What follows belongs to an exercise in optimizing a design on an open flow for small area, a short achievable clock period and few clock cycles; a production flow would make more cautious choices.
In this exercise RTL edits were held to simulation tests only and were not proved equivalent to the original.
Power is estimated from default activity; no workload was simulated.

Design tpu_top, start of the top module:
module tpu_top (
    input  logic           clk,
    input  logic           rst,
    input  logic           start,
    input  logic [31:0]    act_data,
    input  logic [31:0]    weight_data,
    output logic           done,
    output logic           output_valid,
    output logic [511:0]   result
);
For scale: ~3800 cells after synthesis.
export LEC_CHECK = 0
export CAP_MARGIN = 20
export CORE_MARGIN = 2
export CORE_UTILIZATION = 40
export SLEW_MARGIN = 20
create_clock -name core_clock -period 10.0 [get_ports {clk}]
standard.sh (not shown) runs the stock make flow with config.mk's settings and CLKGATE_MAP_FILE= SYNTH_SCRIPT=/design/flow/synth_recipe.tcl, a recipe that flattens the netlist after the stock synthesis.
==> flow/flow/run.sh <==
#!/bin/bash
# The standard layout, with these changes to how it is made:
# - after the standard synthesis, flow/fixinv.py removes inverters between full adders by
#   flipping full adders (a full adder with all inputs complemented gives complemented
#   outputs); registers and all other cells are kept as synthesis made them;
# - timing repair aims below the 10 ns clock period (repair_timing -setup_margin), so that the
#   layout's achieved period is as short as it can be;
# - ports are buffered with buf_2 cells (buffer_ports -buffer_cell) instead of the delay cells
#   buffer_ports picks by itself;
# - clock tree sink clusters of up to 20 flip-flops within 100 um (fewer clock buffers).
set -euo pipefail
ARGS=(SETUP_SLACK_MARGIN=6.5 "BUFFER_PORTS_ARGS=-buffer_cell sky130_fd_sc_hd__buf_2" CTS_CLUSTER_SIZE=20 CTS_CLUSTER_DIAMETER=100)
R=orfs/results/sky130hd/tpu_top/base
bash standard.sh "${ARGS[@]}" synth > make_synth.log 2>&1
cp $R/1_2_yosys.v $R/1_2_yosys_standard.v
python3 flow/fixinv.py $R/1_2_yosys_standard.v $R/1_2_yosys.v > fixinv.log 2>&1
rm -f $R/1_synth.odb $R/1_synth.sdc
bash standard.sh "${ARGS[@]}" finish > make_finish.log 2>&1
==> flow/flow/fixinv.py <==
#!/usr/bin/env python3
"""Removes inverters between full adders in a flat sky130 gate netlist written by Yosys.

A full adder is self-dual: FA(~a, ~b, ~c) = (~sum, ~cout). So a full adder may be flipped: its
inputs take the complements of its old inputs and its outputs then carry the complements of
their old values. This script chooses which full adders to flip so that as few inverters as
possible are needed, then rewires the netlist: every inverter whose output is not a port is
removed, and one inverter is added for each signal whose complement some pin still needs.
Flip-flops and every other cell are left as they are.

usage: fixinv.py IN.v OUT.v
"""
import re, sys
from collections import defaultdict

src = open(sys.argv[1]).read()
m = re.search(r'^module\s+(\S+)\s*\((.*?)\);', src, re.S | re.M)
header_end = m.end()
endmod = src.rindex('endmodule')
body = src[header_end:endmod]

# ports
ports = set()
for kind, rng, names in re.findall(r'^\s*(input|output|inout)\s*(\[[^\]]*\])?\s*([^;]*);', body, re.M):
    for n in names.split(','):
        n = n.strip()
        if rng:
            hi, lo = [int(x) for x in rng[1:-1].split(':')]
            for i in range(min(hi, lo), max(hi, lo) + 1):
                ports.add(f'{n}[{i}]')
        ports.add(n)

inst_re = re.compile(r'^(\s*)(sky130_fd_sc_hd__\w+)\s+(\S+(?: )?)\s*\((.*?)\n\s*\);\n', re.S | re.M)
pin_re = re.compile(r'\.(\w+)\(((?:\\\S+ )|[^()]*?)\)')
insts = []
for mm in inst_re.finditer(body):
    typ, name, pins = mm.group(2), mm.group(3), mm.group(4)
    conns = [(p, n.strip()) for p, n in pin_re.findall(pins)]
    insts.append(dict(span=mm.span(), indent=mm.group(1), typ=typ, name=name, conns=conns))

OUTS = {'X', 'Y', 'Q', 'Q_N', 'SUM', 'COUT', 'HI', 'LO'}
def norm(n):
    n = n.strip()
    if n.startswith('\\'):
        return n
    return n
driver = {}
for i, c in enumerate(insts):
    for p, n in c['conns']:
        if p in OUTS:
            driver[norm(n)] = (i, p)

def is_inv(c):
    return re.match(r'sky130_fd_sc_hd__(clk)?inv_\d+$', c['typ']) is not None
def is_port(n):
    base = n.lstrip('\\').strip()
    return base in ports or re.sub(r'\s+', '', base) in ports

# inverters that may be removed: output net is not a port
rem = set()
for i, c in enumerate(insts):
    if is_inv(c):
        y = dict(c['conns'])['Y']
        if not is_port(norm(y)):
            rem.add(i)

def root(n):
    """(root net, parity): n carries root ^ parity."""
    par = 0
    seen = 0
    while True:
        d = driver.get(n)
        if d is None or d[0] not in rem:
            return n, par
        n = norm(dict(insts[d[0]]['conns'])['A'])
        par ^= 1
        seen += 1
        assert seen < 100

# load requirements: for each non-removed cell input pin, (root, parity)
loads = []   # (inst index, pin, root, parity)
for i, c in enumerate(insts):
    if i in rem:
        continue
    for p, n in c['conns']:
        if p in OUTS:
            continue
        r, q = root(norm(n))
        loads.append((i, p, r, q))

fa = [i for i, c in enumerate(insts) if re.match(r'sky130_fd_sc_hd__fa_\d+$', c['typ'])]
flip = {i: 0 for i in fa}
# roots: physical polarity of a root net = flip of its driver if it is a full adder
loads_by_root = defaultdict(list)
for k, (i, p, r, q) in enumerate(loads):
    loads_by_root[r].append(k)
fa_in_roots = defaultdict(set)
fa_out_roots = defaultdict(set)
for k, (i, p, r, q) in enumerate(loads):
    if i in flip:
        fa_in_roots[i].add(r)
for i in fa:
    for p, n in insts[i]['conns']:
        if p in OUTS:
            fa_out_roots[i].add(norm(n))

def phys(r):
    d = driver.get(r)
    if d is not None and d[0] in flip:
        return flip[d[0]]
    return 0
def need(k):
    i, p, r, q = loads[k]
    return q ^ (flip[i] if i in flip else 0)
def cost(r):
    ph = phys(r)
    return 1 if any(need(k) != ph for k in loads_by_root[r]) else 0

before = sum(cost(r) for r in loads_by_root)
for it in range(20):
    changed = 0
    for i in fa:
        rs = fa_in_roots[i] | fa_out_roots[i]
        c0 = sum(cost(r) for r in rs)
        flip[i] ^= 1
        c1 = sum(cost(r) for r in rs)
        if c1 < c0:
            changed += 1
        else:
            flip[i] ^= 1
    if not changed:
        break
# simulated annealing from the greedy result
import random, math
rng = random.Random(1)
cur = sum(cost(r) for r in loads_by_root)
best = cur
best_flip = dict(flip)
T = 1.0
steps = 300000
for step in range(steps):
    T = 1.0 * (1 - step / steps) + 0.02
    i = fa[rng.randrange(len(fa))]
    rs = fa_in_roots[i] | fa_out_roots[i]
    c0 = sum(cost(r) for r in rs)
    flip[i] ^= 1
    c1 = sum(cost(r) for r in rs)
    d = c1 - c0
    if d <= 0 or rng.random() < math.exp(-d / T):
        cur += d
        if cur < best:
            best = cur
            best_flip = dict(flip)
    else:
        flip[i] ^= 1
flip.update(best_flip)
after = sum(cost(r) for r in loads_by_root)
print(f'{len(rem)} removable inverters; inverters needed: {before} unflipped, {after} with '
      f'{sum(flip.values())} of {len(fa)} full adders flipped', file=sys.stderr)

# rewrite
newnet = {}
newinv = []
for r in loads_by_root:
    if cost(r):
        k = len(newinv)
        y = f'_fixinv_{k}_'
        newnet[r] = y
        newinv.append((r, y))
pinmap = {}   # (inst, pin) -> net
for k, (i, p, r, q) in enumerate(loads):
    pinmap[(i, p)] = r if need(k) == phys(r) else newnet[r]

def esc(n):
    return n + ' ' if n.startswith('\\') else n

out = []
pos = 0
for i, c in enumerate(insts):
    s, e = c['span']
    out.append(body[pos:s])
    pos = e
    if i in rem:
        continue
    pins = ',\n'.join(f"{c['indent']}  .{p}({esc(pinmap.get((i, p), n))})" for p, n in c['conns'])
    out.append(f"{c['indent']}{c['typ']} {c['name']} (\n{pins}\n{c['indent']});\n")
out.append(body[pos:])
newbody = ''.join(out)
decl = ''.join(f'  wire {y};\n' for r, y in newinv)
cells = ''.join(f'  sky130_fd_sc_hd__inv_1 _fixinv_cell_{k}_ (\n    .A({esc(r)}),\n    .Y({y})\n  );\n'
                for k, (r, y) in enumerate(newinv))
res = src[:header_end] + '\n' + decl + newbody + cells + src[endmod:]
open(sys.argv[2], 'w').write(res)
Testbench counts at the start, summed over its fixed seeds: cycles 3,520.
Edit:
--- a/flow/flow/run.sh
+++ b/flow/flow/run.sh
@@ -5 +5,2 @@
-#   outputs); registers and all other cells are kept as synthesis made them;
+#   outputs) and swapping xor2 and xnor2 cells; registers and all other cells are kept as
+#   synthesis made them;
@@ -12 +13 @@
-ARGS=(SETUP_SLACK_MARGIN=6.5 "BUFFER_PORTS_ARGS=-buffer_cell sky130_fd_sc_hd__buf_2" CTS_CLUSTER_SIZE=20 CTS_CLUSTER_DIAMETER=100)
+ARGS=(SETUP_SLACK_MARGIN=6.7 "BUFFER_PORTS_ARGS=-buffer_cell sky130_fd_sc_hd__buf_2" CTS_CLUSTER_SIZE=20 CTS_CLUSTER_DIAMETER=100)
--- a/flow/flow/fixinv.py
+++ b/flow/flow/fixinv.py
@@ -91,0 +92,6 @@
+# xor2 and xnor2 cells may be swapped for each other: that complements the output only
+XSWAP = {}
+for i, c in enumerate(insts):
+    mt = re.match(r'sky130_fd_sc_hd__(xor2|xnor2)_(\d+)$', c['typ'])
+    if mt:
+        XSWAP[i] = 'sky130_fd_sc_hd__' + ('xnor2' if mt.group(1) == 'xor2' else 'xor2') + '_' + mt.group(2)
@@ -92,0 +99,2 @@
+for i in XSWAP:
+    flip[i] = 0
@@ -100 +108 @@
-    if i in flip:
+    if i in flip and i not in XSWAP:
@@ -102 +110 @@
-for i in fa:
+for i in list(fa) + list(XSWAP):
@@ -114 +122 @@
-    return q ^ (flip[i] if i in flip else 0)
+    return q ^ (flip[i] if (i in flip and i not in XSWAP) else 0)
@@ -122 +130 @@
-    for i in fa:
+    for i in list(fa) + list(XSWAP):
@@ -132,0 +141 @@
+allflip = list(fa) + list(XSWAP)
@@ -143 +152 @@
-    i = fa[rng.randrange(len(fa))]
+    i = allflip[rng.randrange(len(allflip))]
@@ -159 +168,2 @@
-      f'{sum(flip.values())} of {len(fa)} full adders flipped', file=sys.stderr)
+      f'{sum(flip[i] for i in fa)} of {len(fa)} full adders flipped and '
+      f'{sum(flip[i] for i in XSWAP)} of {len(XSWAP)} xor/xnor cells swapped', file=sys.stderr)
@@ -185,2 +195,8 @@
-    pins = ',\n'.join(f"{c['indent']}  .{p}({esc(pinmap.get((i, p), n))})" for p, n in c['conns'])
-    out.append(f"{c['indent']}{c['typ']} {c['name']} (\n{pins}\n{c['indent']});\n")
+    swap = i in XSWAP and flip[i]
+    typ = XSWAP[i] if swap else c['typ']
+    def pn(p):
+        if swap and p in ('X', 'Y'):
+            return 'Y' if p == 'X' else 'X'   # xor2 drives X, xnor2 drives Y
+        return p
+    pins = ',\n'.join(f"{c['indent']}  .{pn(p)}({esc(pinmap.get((i, p), n))})" for p, n in c['conns'])
+    out.append(f"{c['indent']}{typ} {c['name']} (\n{pins}\n{c['indent']});\n")
The new run completed without violations.
Final area is about the same.
Global-route usage shrinks by 0.19 points.
Clock power shrinks by about 3%.
Die area shrinks by 1.6%.
Edit:
--- a/flow/flow/run.sh
+++ b/flow/flow/run.sh
@@ -5,2 +5 @@
-#   outputs) and swapping xor2 and xnor2 cells; registers and all other cells are kept as
-#   synthesis made them;
+#   outputs); registers and all other cells are kept as synthesis made them;
--- a/flow/flow/fixinv.py
+++ b/flow/flow/fixinv.py
@@ -92,6 +91,0 @@
-# xor2 and xnor2 cells may be swapped for each other: that complements the output only
-XSWAP = {}
-for i, c in enumerate(insts):
-    mt = re.match(r'sky130_fd_sc_hd__(xor2|xnor2)_(\d+)$', c['typ'])
-    if mt:
-        XSWAP[i] = 'sky130_fd_sc_hd__' + ('xnor2' if mt.group(1) == 'xor2' else 'xor2') + '_' + mt.group(2)
@@ -99,2 +92,0 @@
-for i in XSWAP:
-    flip[i] = 0
@@ -108 +100 @@
-    if i in flip and i not in XSWAP:
+    if i in flip:
@@ -110 +102 @@
-for i in list(fa) + list(XSWAP):
+for i in fa:
@@ -122 +114 @@
-    return q ^ (flip[i] if (i in flip and i not in XSWAP) else 0)
+    return q ^ (flip[i] if i in flip else 0)
@@ -130 +122 @@
-    for i in list(fa) + list(XSWAP):
+    for i in fa:
@@ -141 +132,0 @@
-allflip = list(fa) + list(XSWAP)
@@ -152 +143 @@
-    i = allflip[rng.randrange(len(allflip))]
+    i = fa[rng.randrange(len(fa))]
@@ -168,2 +159 @@
-      f'{sum(flip[i] for i in fa)} of {len(fa)} full adders flipped and '
-      f'{sum(flip[i] for i in XSWAP)} of {len(XSWAP)} xor/xnor cells swapped', file=sys.stderr)
+      f'{sum(flip.values())} of {len(fa)} full adders flipped', file=sys.stderr)
@@ -195,8 +185,2 @@
-    swap = i in XSWAP and flip[i]
-    typ = XSWAP[i] if swap else c['typ']
-    def pn(p):
-        if swap and p in ('X', 'Y'):
-            return 'Y' if p == 'X' else 'X'   # xor2 drives X, xnor2 drives Y
-        return p
-    pins = ',\n'.join(f"{c['indent']}  .{pn(p)}({esc(pinmap.get((i, p), n))})" for p, n in c['conns'])
-    out.append(f"{c['indent']}{typ} {c['name']} (\n{pins}\n{c['indent']});\n")
+    pins = ',\n'.join(f"{c['indent']}  .{p}({esc(pinmap.get((i, p), n))})" for p, n in c['conns'])
+    out.append(f"{c['indent']}{c['typ']} {c['name']} (\n{pins}\n{c['indent']});\n")
=> The new run completed without violations; synthesized cell count rose by 5.5%; via count climbs by 3.9%; worst hold slack gets worse by 6.9 ps; routed wire length rises by 5.2%; final area goes up by 3.7%.

-- port drivers added, routing unchanged --
No port has a modelled driver above. Below, the same layouts with a new extraction and two added sets of constraints. Step 1 sets driving cells, clkbuf_16 on the clock port and buf_2 on the other inputs (assumed; they add their load-dependent delay and slew). Step 2 moves the port delays by t, midway between the first and last clock arrival at a register: inputs arrive t later, outputs are due t later. That takes back most of the time a late clock gives input paths. a / b / c = no drivers / after step 1 / after step 2; a / b = the first two.
| run | shift t [ns] | slack for setup (ns) | clock arrival spread, ns | worst slew at a driven data input, ns | pins driven straight from the clock port |
|---|---|---|---|---|---|
| the first run | 0.709 | 6.566 / 6.541 / 6.566 | 0.047 / 0.047 | 0.21 | 1 |
| the second run | 0.706 | 6.665 / 6.634 / 6.559 | 0.052 / 0.053 | 0.19 | 1 |
| the third run | 0.710 | 6.662 / 6.607 / 6.560 | 0.048 / 0.048 | 0.20 | 1 |
After both steps every run listed still meets setup and hold. For the second run, which loses most, drivers alone change the setup slack by -0.031 ns; drivers and shift together by -0.106 ns.
